Context: an optimization exercise on an open-source flow, tuned for small area and a short achievable clock period. The choices shown serve that exercise and are no tape-out recipe.
In this exercise RTL edits were held to simulation tests only and were not proved equivalent to the original.
Power is estimated from default activity; no workload was simulated.

`design/flow/config.mk`:
```
export PLATFORM = sky130hd
export DESIGN_NAME = inst_trace_buf
export DESIGN_NICKNAME = inst_trace_buf
export VERILOG_FILES = /design/flow/design.v
export SDC_FILE = /design/flow/constraint.sdc
export NUM_CORES = 4
export LEC_CHECK = 0
export CAP_MARGIN = 20
export CORE_MARGIN = 2
export CORE_UTILIZATION = 40
export SLEW_MARGIN = 20
```
`design/flow/constraint.sdc`:
```
create_clock -name core_clock -period 5.5 [get_ports {clk}]
set_input_delay 1.1000 -clock core_clock [delete_from_list [all_inputs] [get_ports {clk}]]
set_output_delay 1.1000 -clock core_clock [all_outputs]
set_load 0.01 [all_outputs]
```
`design/flow/design.v`:
```
module inst_trace_buf #(
  parameter int DEPTH = 64,
  parameter int PCW   = 30,
  parameter int WRAP  = 0
) (
  input  logic                     clk,
  input  logic                     rst_n,
  input  logic                     ic_stall,
  input  logic                     ic_stall_dly,
  input  logic                     stall,
  input  logic                     stall_ld,
  input  logic                     jmp_cond,
  input  logic                     post_jump_cmd_c,
  input  logic [PCW-1:0]           pc_id,
  input  logic [31:0]              inst_id,
  input  logic                     trace_en,
  input  logic                     trig_en,
  input  logic [PCW-1:0]           trig_pc,
  input  logic                     clear,
  input  logic                     rd_ready,
  output logic                     rd_valid,
  output logic [PCW+1:0]           rd_pc,
  output logic [31:0]              rd_inst,
  output logic [$clog2(DEPTH):0]   count,
  output logic                     full,
  output logic                     overflow,
  output logic                     triggered
);
  localparam int AW = $clog2(DEPTH);
  localparam int CW = AW + 1;
  localparam bit WRAP_MODE = (WRAP != 0);
  typedef enum logic [1:0] {IDLE, ARMED, CAPTURE, DONE} state_t;
  state_t          state;
  logic [AW-1:0]   wr_ptr;
  logic [AW-1:0]   rd_ptr;
  logic [PCW+31:0] mem [DEPTH];
  logic retire;
  logic pop;
  logic hit;
  logic wr_en;
  logic drop;
  logic overwrite;
  logic stop;
  assign retire = ~(ic_stall | ic_stall_dly | stall | stall_ld | jmp_cond | post_jump_cmd_c);
  assign rd_valid = (count != '0);
  assign full     = (count == CW'(DEPTH));
  assign pop      = rd_valid & rd_ready;
  assign hit = retire & trace_en &
               ((state == CAPTURE) | ((state == ARMED) & (pc_id == trig_pc)));
  assign drop      = hit & full & ~pop;
  assign wr_en     = hit & (~full | pop | WRAP_MODE);
  assign overwrite = drop & WRAP_MODE;
  assign stop      = drop & ~WRAP_MODE;
  always_ff @(posedge clk or negedge rst_n) begin
    if (!rst_n) begin
      state     <= IDLE;
      wr_ptr    <= '0;
      rd_ptr    <= '0;
      count     <= '0;
      overflow  <= 1'b0;
      triggered <= 1'b0;
    end else if (clear) begin
      state     <= IDLE;
      wr_ptr    <= '0;
      rd_ptr    <= '0;
      count     <= '0;
      overflow  <= 1'b0;
      triggered <= 1'b0;
    end else begin
      if (wr_en) wr_ptr <= wr_ptr + AW'(1);
      if (pop || overwrite) rd_ptr <= rd_ptr + AW'(1);
      if (wr_en && !pop && !overwrite) count <= count + CW'(1);
      else if (pop && !wr_en)          count <= count - CW'(1);
      if (drop) overflow <= 1'b1;
      if (!trace_en) begin
        state <= IDLE;
      end else begin
        case (state)
          IDLE:    state <= trig_en ? ARMED : CAPTURE;
          ARMED: begin
            if (hit) begin
              triggered <= 1'b1;
              state     <= stop ? DONE : CAPTURE;
            end
          end
          CAPTURE: if (stop) state <= DONE;
          DONE:    state <= DONE;
          default: state <= IDLE;
        endcase
      end
    end
  end
  always_ff @(posedge clk) begin
    if (wr_en) mem[wr_ptr] <= {pc_id, inst_id};
  end
  assign rd_pc   = {mem[rd_ptr][PCW+31:32], 2'b00};
  assign rd_inst = mem[rd_ptr][31:0];
endmodule
```
`design/flow/run.sh`:
```
#!/bin/bash
# synth_recipe.tcl (not shown) runs the flow's synth.tcl, then flattens the netlist and writes it again
# the make line also repeats each setting of config.mk as NAME=value (left out here)
make -C /OpenROAD-flow-scripts/flow DESIGN_CONFIG=/design/flow/config.mk WORK_HOME=/design/flow/orfs CLKGATE_MAP_FILE= SYNTH_SCRIPT=/design/flow/synth_recipe.tcl finish
```
==> results of run 1 <==
-- power by group --
part	switching, mW	total [mW]	internal, mW
Combinational	5.09	10.7	5.65
Sequential	0.0582	33.5	33.5
Clock	11.6	26.8	15.2
-- cell type report --
| type | instances | area [um^2] | area share, % |
|---|---|---|---|
| Antenna cell | 6 | 15.01 | 0.008239 |
| Clock buffer | 499 | 10540 | 5.782 |
| Clock inverter | 233 | 2345 | 1.287 |
| Inverter | 12 | 50.05 | 0.02746 |
| Multi-Input combinational cell | 1544 | 31310 | 17.18 |
| Sequential cell | 3991 | 119800 | 65.71 |
| Tap cell | 5016 | 6276 | 3.444 |
| Timing Repair Buffer | 849 | 11960 | 6.561 |
-- kinds of logic (layout without fill, tap and decap cells) --
logic type	Yosys count	after routing	synth area share (%)
fa+ha+maj	13	13	0.1120
xor+xnor	39	39	0.2249
simple gates	152	152	0.4934
compound gates	33	33	0.1376
buf+inv	321	1593	0.8748
flops	3991	3991	78.83
mux	1305	1305	19.33
other cells	1	8	0.002469
-- worst max-delay path by stage --
stage / startpoint / endpoint / slack, ns / depth (start not counted)
finish: rd_ptr[0]$_DFFE_PN0P_ / rd_inst[29] / 0.08 / 7
global route: rd_ptr[0]$_DFFE_PN0P_ / rd_pc[16] / 0.003 / 8
CTS: rd_ptr[0]$_DFFE_PN0P_ / rd_pc[13] / -0.009 / 6
detailed placement: trig_pc[3] / count[6]$_DFFE_PN0P_ / -0.12 / 16
global placement: trig_pc[8] / count[6]$_DFFE_PN0P_ / -0.82 / 17
floorplan: trig_pc[28] / mem[32][0]$_DFFE_PP_ / -0.55 / 8
-- Yosys cell counts (9+ instances only) --
library cell,count,share of area (%)
a21oi_1,9,0.030
buf_1,52,0.13
buf_2,72,0.24
clkbuf_1,177,0.44
dfrtp_1,23,0.38
edfxtp_1,3968,78
ha_1,12,0.099
inv_1,12,0.030
mux4_2,1302,19
nand2_1,11,0.027
nand3_1,13,0.043
nand4_1,13,0.054
nor2_1,79,0.20
xnor2_1,33,0.19
-- metrics by stage --
| step | setup WS, ns | util [%] | area, um^2 | power, mW | std cells |
|---|---|---|---|---|---|
| floorplan | -0.5495 | - | 151900 | 40.72 | 5856 |
| global placement | -0.8230 | 44.37 | 167900 | 44.21 | 11350 |
| detailed placement | -0.1180 | 44.38 | 167900 | 44.28 | 11350 |
| CTS | -0.008732 | 48.10 | 182000 | 71.65 | 12140 |
| global route | 0.002591 | 48.17 | 182200 | 73.28 | 12150 |
| finish | 0.08382 | 48.17 | 182200 | 71.08 | 12150 |
-- timing repair --
action                                 in CTS  in global routing
gates cloned                               20                  3
pin swaps                                   0                  0
endpoints found under the hold margin       0                  0
buffers inserted                           36                  2
resized for setup                         101                 10
setup endpoints to repair                  62                  7
-- per-layer routing --
metal,part of all wire [%],vias to the layer above,GRT usage (%)
met4,2.1,4,4.431
met1,41,38830,29.62
li1,-,27750,-
met5,0.0069,-,0
met2,49,3123,33.87
met3,8.4,492,4.327
-- critical path: cells and delay by family, from the launching register on --
kind	cells	cell delay, ns
buffers and inverters	4	1.12
DFF	1	0.46
muxes	3	1.67
-- registers in the layout (all words and copies together) (netlist names) --
signal,flops
count,7
mem,3968
overflow,1
rd_ptr,6
state,2
triggered,1
wr_ptr,6
==> flow_summary.ini, run 1 <==
[outcome]
status = timing/DRC/antenna clean

[cts]
clock_path_buffers = 4
cts_hold_buffers = 0
numCtsBuffers = 400
clkTransAtPathRegs_ns = 0.06
root_buffer = clkbuf_16
clock-sinks = 3991
cts_tree = built
htreeDepth = 5
clk_latency_ns = 0.99

[sta]
setup_viol = 0
relSlewSlack_pct = 27.61
layout_min_cycle_time_ns = 5.416
fin_tns_setup_ns = 0
rsz0062_at_grt = false
max_freq_ghz = 0.1846
tightest_slew_ns = 1.086
clock_skew_ns = 0.09378
fin_crit_sh_pct = 98.48
hold_viol = 0
slew_violations = 0
hold_ws_ns = 0.2749

[global_route]
grt_max_degree = 85
antenna_found_initial = 40
grt_usage_pct = 20.97
grt_pass1_wl_um = 565600
grt-ovfl-total = 0
grt_pass1_vias = 71770

[logic_synthesis]
synth_edf_count = 3968
syn_area_per_cell_um2 = 25.94
synthesis.area_um2 = 151900
synthArstFlopShare_pct = 0.5763
ys.flop_type = edfxtp_1
yosys_register_bits = 3991
netlist_instances = 5855
seq_area_frac_synth_pct = 78.83
ys_types = 48
ys_warn_count = 1

[route]
firstDrtPassIters = 5
finalWirelength_um = 404600
avgViaCountPerCell = 5.778
ant_nets = 0
drt_iter0_markers = 8831
routedWlPerCell_um = 33.30
drc = 0
vias = 70200

[finish]
drive_gt1_share_pct = 37.42
final_common_cell = edfxtp_1
most-common-layout-cells = edfxtp_1 (3,968), mux4_2 (1,302), clkbuf_16 (408)
area_growth_pct = 19.99
fillers = 29950
finalNetCount = 6915

[critical_path]
rrSetupSlack_ns = 1.48
cp_max_fo = 22
crit_required_ns = 4.40
crit_chain = buf_16 -> buf_12 -> buf_16 -> mux4_2 -> mux4_2 -> mux4_2 -> clkdlybuf4s50_1
cp_common_cell = mux4_2
start_kind = register
r2r-start = count[2]$_DFFE_PN0P_
worstSetupPathType = register to primary output
worst_setup_path_end_kind = primary output
arrival_ns = 4.32
max_stage_delay_ns = 0.61
critPathSlowestCell = mux4_2
timing.rr.end = count[6]$_DFFE_PN0P_
rr_worst_depth = 15

[place]
place_congestion = 0.7952
port_buffers = 176
dp_hpwl_um = 243900

[floorplan]
core_um2 = 378300
die_h_um = 620.2
io_pins = 179
die-area_um2 = 384700
start_util_pct = 40.14
chipWidth_um = 620.2
num_rows = 226

[run]
cap_violations = 0

[pwr]
power_density_nw_per_um2 = 390.0
irDropWorstVdd_uv = 340.3
leakage_nw = 55.38

[worst_hold_path]
holdCritPathClass = primary input to asynchronous set/reset pin
==> run 2: changes to the inputs <==
==> design/flow/design.v (replaced) <==
module inst_trace_buf #(
  parameter int DEPTH = 64,
  parameter int PCW   = 30,
  parameter int WRAP  = 0
) (
  input  logic                     clk,
  input  logic                     rst_n,
  input  logic                     ic_stall,
  input  logic                     ic_stall_dly,
  input  logic                     stall,
  input  logic                     stall_ld,
  input  logic                     jmp_cond,
  input  logic                     post_jump_cmd_c,
  input  logic [PCW-1:0]           pc_id,
  input  logic [31:0]              inst_id,
  input  logic                     trace_en,
  input  logic                     trig_en,
  input  logic [PCW-1:0]           trig_pc,
  input  logic                     clear,
  input  logic                     rd_ready,
  output logic                     rd_valid,
  output logic [PCW+1:0]           rd_pc,
  output logic [31:0]              rd_inst,
  output logic [$clog2(DEPTH):0]   count,
  output logic                     full,
  output logic                     overflow,
  output logic                     triggered
);
  localparam int AW = $clog2(DEPTH);
  localparam int CW = AW + 1;
  localparam int MD = DEPTH - 1;           
  localparam int DW = PCW + 32;
  typedef enum logic [1:0] {IDLE, ARMED, CAPTURE, DONE} state_t;
  state_t          state;
  logic [AW-1:0]   wr_ptr;
  logic [AW-1:0]   rd_ptr;
  logic            valid_q;                
  logic            one_q;                  
  logic [DW-1:0]   hd_q;                   
  logic [DW-1:0]   mem [MD];
  logic retire, pop, hit, wr_en, drop;
  logic hd_ld_in, hd_ld_mem, mem_we, mem_adv;
  logic [DW-1:0] din;
  logic [DW-1:0] mem_rd;
  assign din      = {pc_id, inst_id};
  assign retire   = ~(ic_stall | ic_stall_dly | stall | stall_ld | jmp_cond | post_jump_cmd_c);
  assign rd_valid = valid_q;
  assign full     = count[AW];
  assign pop      = valid_q & rd_ready;
  assign hit = retire & trace_en &
               ((state == CAPTURE) | ((state == ARMED) & (pc_id == trig_pc)));
  assign drop  = hit & full & ~pop;
  assign wr_en = hit & (~full | pop);
  assign hd_ld_in  = ~valid_q | (one_q & rd_ready);
  assign hd_ld_mem = valid_q & ~one_q & rd_ready;
  assign mem_we    = ~full | rd_ready;
  assign mem_adv   = wr_en & valid_q & ~(one_q & pop);
  function automatic logic [AW-1:0] inc(input logic [AW-1:0] p);
    inc = (p == AW'(MD - 1)) ? '0 : p + AW'(1);
  endfunction
  always_ff @(posedge clk or negedge rst_n) begin
    if (!rst_n) begin
      state     <= IDLE;
      wr_ptr    <= '0;
      rd_ptr    <= '0;
      count     <= '0;
      valid_q   <= 1'b0;
      one_q     <= 1'b0;
      overflow  <= 1'b0;
      triggered <= 1'b0;
    end else if (clear) begin
      state     <= IDLE;
      wr_ptr    <= '0;
      rd_ptr    <= '0;
      count     <= '0;
      valid_q   <= 1'b0;
      one_q     <= 1'b0;
      overflow  <= 1'b0;
      triggered <= 1'b0;
    end else begin
      if (mem_adv) wr_ptr <= inc(wr_ptr);
      if (hd_ld_mem) rd_ptr <= inc(rd_ptr);
      if (wr_en && !pop) begin
        count   <= count + CW'(1);
        valid_q <= 1'b1;
        one_q   <= ~valid_q;
      end else if (pop && !wr_en) begin
        count   <= count - CW'(1);
        valid_q <= ~one_q;
        one_q   <= (count == CW'(2));
      end
      if (drop) overflow <= 1'b1;
      if (!trace_en) begin
        state <= IDLE;
      end else begin
        case (state)
          IDLE:    state <= trig_en ? ARMED : CAPTURE;
          ARMED: begin
            if (hit) begin
              triggered <= 1'b1;
              state     <= drop ? DONE : CAPTURE;
            end
          end
          CAPTURE: if (drop) state <= DONE;
          DONE:    state <= DONE;
          default: state <= IDLE;
        endcase
      end
    end
  end
  always_comb begin
    mem_rd = '0;
    for (int i = 0; i < MD; i++)
      mem_rd = mem_rd | (mem[i] & {DW{rd_ptr == AW'(i)}});
  end
  always_ff @(posedge clk) begin
    if (hd_ld_in)       hd_q <= din;
    else if (hd_ld_mem) hd_q <= mem_rd;
  end
  always_ff @(posedge clk) begin
    for (int i = 0; i < MD; i++)
      if (mem_we && wr_ptr == AW'(i)) mem[i] <= din;
  end
  assign rd_pc   = {hd_q[DW-1:32], 2'b00};
  assign rd_inst = hd_q[31:0];
endmodule
==> run 2 against run 1 <==
Net effect: still clean; clock-buffer cell count is 10 lower; sequential cell count grew 2; clock skew fell by 0.044 ns; worst hold slack gained 0.15 ns; first-iteration DRC count grew to 2.6 times the previous value; setup slack gained 0.63 ns; total power fell by 13%.
==> flow_summary.ini, run 2 <==
[outcome]
status = timing/DRC/antenna clean

[finish]
largest_register = mem
final_cells = 13430
fillers = 30090
final_core_util_pct = 46.71
drive_gt1_share_pct = 14.02
finalNetCount = 8394
design_area_um2 = 168900
final_common_cell = edfxtp_1
most-common-layout-cells = edfxtp_1 (3,968), a22oi_1 (1,472), clkbuf_16 (401)
largest_reg_flops = 3906
reg.largest.list = mem x3906, hd_q x62, count x7
area_growth_pct = 16.54

[cts]
post_cts_buffers = 0
numCtsBuffers = 396
cts_resized = 0
htreeDepth = 5
cts_tree = built
clock-sinks = 3993
clock_path_buffers = 4
cts_hold_buffers = 0
clk_latency_ns = 1.01
root_buffer = clkbuf_16
clkTransAtPathRegs_ns = 0.06

[route]
ant_nets = 0
drc = 0
finalWirelength_um = 646100
vias = 96700
firstDrtPassIters = 7
avgViaCountPerCell = 7.201
drt_iter0_markers = 22980
routedWlPerCell_um = 48.11

[critical_path]
max_stage_delay_ns = 1.10
start_kind = register
worst_setup_path_end_kind = register
arrival_ns = 5.49
worstSetupPathType = register to register
crit_required_ns = 6.21
critical_path_buf_inv_count = 1
critPathSlowestCell = a2111oi_0
cpLargestDelayFamily = simple AND/OR/NAND/NOR gates
cp_max_fo = 23
crit_chain = inv_1 -> ha_1 -> and3b_1 -> and2_4 -> a2111oi_0 -> nand3_1 -> or4_1 -> o32a_1

[global_route]
grt_usage_pct = 34.31
grt_max_degree = 65
grt-ovfl-total = 0
grt_pass1_wl_um = 831800
grt_pass1_vias = 86480
antenna_found_initial = 62

[worst_hold_path]
holdCritPathClass = primary input to register

[floorplan]
core_um2 = 361700
start_util_pct = 40.08
die-area_um2 = 367200
num_rows = 221
io_pins = 179
chipWidth_um = 606.0
die_h_um = 606.0

[logic_synthesis]
synth.top_cell.area_share_pct = 82.19
syn_area_per_cell_um2 = 18.67
synth_top_area_cell = edfxtp_1
yosys-top-cells-area = edfxtp_1 (82%), a22oi_1 (7.6%), nand4_1 (1.4%)
synthesis.area_um2 = 145000
yosys-top-cells-count = edfxtp_1 (3,968), a22oi_1 (1,472), nand4_1 (335)
ys.flop_type = edfxtp_1
yosys_register_bits = 3993
ys_warn_count = 2
ys_types = 59
synthArstFlopShare_pct = 0.6261
seq_area_frac_synth_pct = 82.63
synth_edf_count = 3968
netlist_instances = 7766
yosysMostFrequentCell = edfxtp_1

[sta]
slew_violations = 0
layout_min_cycle_time_ns = 4.785
fin_crit_sh_pct = 87.01
hold_viol = 0
hold_ws_ns = 0.4272
rsz0062_at_grt = false
tightest_slew_ns = 1.304
setup_viol = 0
fin_tns_setup_ns = 0
max_freq_ghz = 0.2090
relSlewSlack_pct = 13.05
clock_skew_ns = 0.05013

[place]
dp_cells = 12670
port_buffers = 176
dp_hpwl_um = 330200
dpl_cell_area_um2 = 156000
place_congestion = 0.8918

[pwr]
leakage_nw = 52.45
irDropWorstVdd_uv = 302.2
power_density_nw_per_um2 = 365.7

[run]
cap_violations = 0
run 2: cell types whose count changed after synthesis, sizes merged, moves of 65 or more:
cell	before	now
and4	1	71
and3	2	196
a22o	0	157
and2	4	69
a21oi	9	79
nand2	11	89
mux4	1302	0
a221oi	1	121
buf	132	276
nand3	13	167
nand4	13	335
a22oi	0	1472
run 2: final timing paths:
kind / start / endpoint / slack [ns] / cells past startpoint
worst max-delay path: rd_ptr[0]$_DFFE_PN0P_ / hd_q[45]$_DFFE_PP_ / 0.71 / 8
worst min-delay path: inst_id[14] / mem[0][14]$_DFFE_PP_ / 0.43 / 1
worst max register to register: rd_ptr[0]$_DFFE_PN0P_ / hd_q[45]$_DFFE_PP_ / 0.71 / 8
worst min register to register: triggered$_DFFE_PN0P_ / triggered$_DFFE_PN0P_ / 0.54 / 2
max in group asynchronous: rst_n / rd_ptr[4]$_DFFE_PN0P_ / 4.60 / 2
min in group asynchronous: rst_n / triggered$_DFFE_PN0P_ / 0.54 / 2
run 2: cell type report:
cell class / count / area [um^2] / area share, %
antenna: 34 / 85.08 / 0.05036
clock buffer: 489 / 10400 / 6.153
clock inverter: 238 / 2399 / 1.420
inverter: 14 / 52.55 / 0.03111
multi-input combinational: 3257 / 23650 / 14.00
sequential: 3993 / 119800 / 70.90
tap: 4794 / 5998 / 3.550
timing repair buffer: 610 / 6584 / 3.897
run 2: routing by layer:
layer	track usage [%]	part of all wire, %	vias to the layer above
met3	11.16	18	2507
li1	-	-	33920
met2	49.89	42	11100
met5	0.1437	0.057	-
met4	20.89	8.0	58
met1	44.75	32	49100
run 2: stage by stage:
step	power, mW	setup WS, ns
2_1_floorplan	34.42	0.5941
3_3_place_gp	35.24	-0.1868
3_5_place_dp	35.26	-0.04737
4_1_cts	61.57	0.9265
5_1_grt	62.78	0.6837
6_report	61.79	0.7146
run 2: logic make-up after synthesis:
family | Yosys count | share of synthesized area (%)
AND/OR/NAND/NOR | 1208 | 4.893
buffers and inverters | 517 | 1.579
adder cells (fa/ha/maj) | 18 | 0.1605
multiplexers | 4 | 0.03107
flip-flops | 3993 | 82.63
AO/OA/AOI/OAI | 1992 | 10.51
XOR/XNOR | 33 | 0.1994
other | 1 | 0.002587
run 2: where the power goes:
part           total, mW  leakage, nW  internal, mW  switching (mW)
Combinational       1.07         10.0         0.311           0.763
Clock               27.1         6.23          15.2            11.9
Sequential          33.6         36.2          33.5          0.0680
run 2: worst register-to-register path, stage by stage, from the launching register on:
cell and delay, ns:
dfrtp_1 0.51, inv_1 0.11, ha_1 0.26, and3b_1 0.55
and2_4 0.62, a2111oi_0 1.13, nand3_1 0.22, or4_1 0.70
o32a_1 0.40

afterwards: timing with drivers on the ports:
No port has a modelled driver above. Below, the same layouts with a new extraction and two added sets of constraints.
Step 1, drivers: a clkbuf_16 drives clk and a buf_2 each remaining input, both assumed.
Step 2 moves the port delays by t, midway between the first and last clock arrival at a register: inputs arrive t later, outputs are due t later. That takes back most of the time a late clock gives input paths.
a / b / c = ideal ports / drivers / drivers and shift; a / b = the first two.
| run | t, ns | slack for setup (ns) | worst hold slack (ns) | worst setup path at the end | latest minus earliest clock arrival (ns) |
|---|---|---|---|---|---|
| run 1 | 1.046 | 0.084 / -0.017 / 0.026 | 0.275 / 0.202 / 0.515 | input to register | 0.094 / 0.094 |
| run 2 | 1.087 | 0.715 / 0.715 / -0.158 | 0.427 / 0.346 / 0.539 | input to register | 0.053 / 0.053 |
Met with ideal ports but missed after step 2: setup timing in run 2. The setup slack of run 2, which loses most, moves by 0.000 ns with the drivers and by -0.873 ns with both steps.
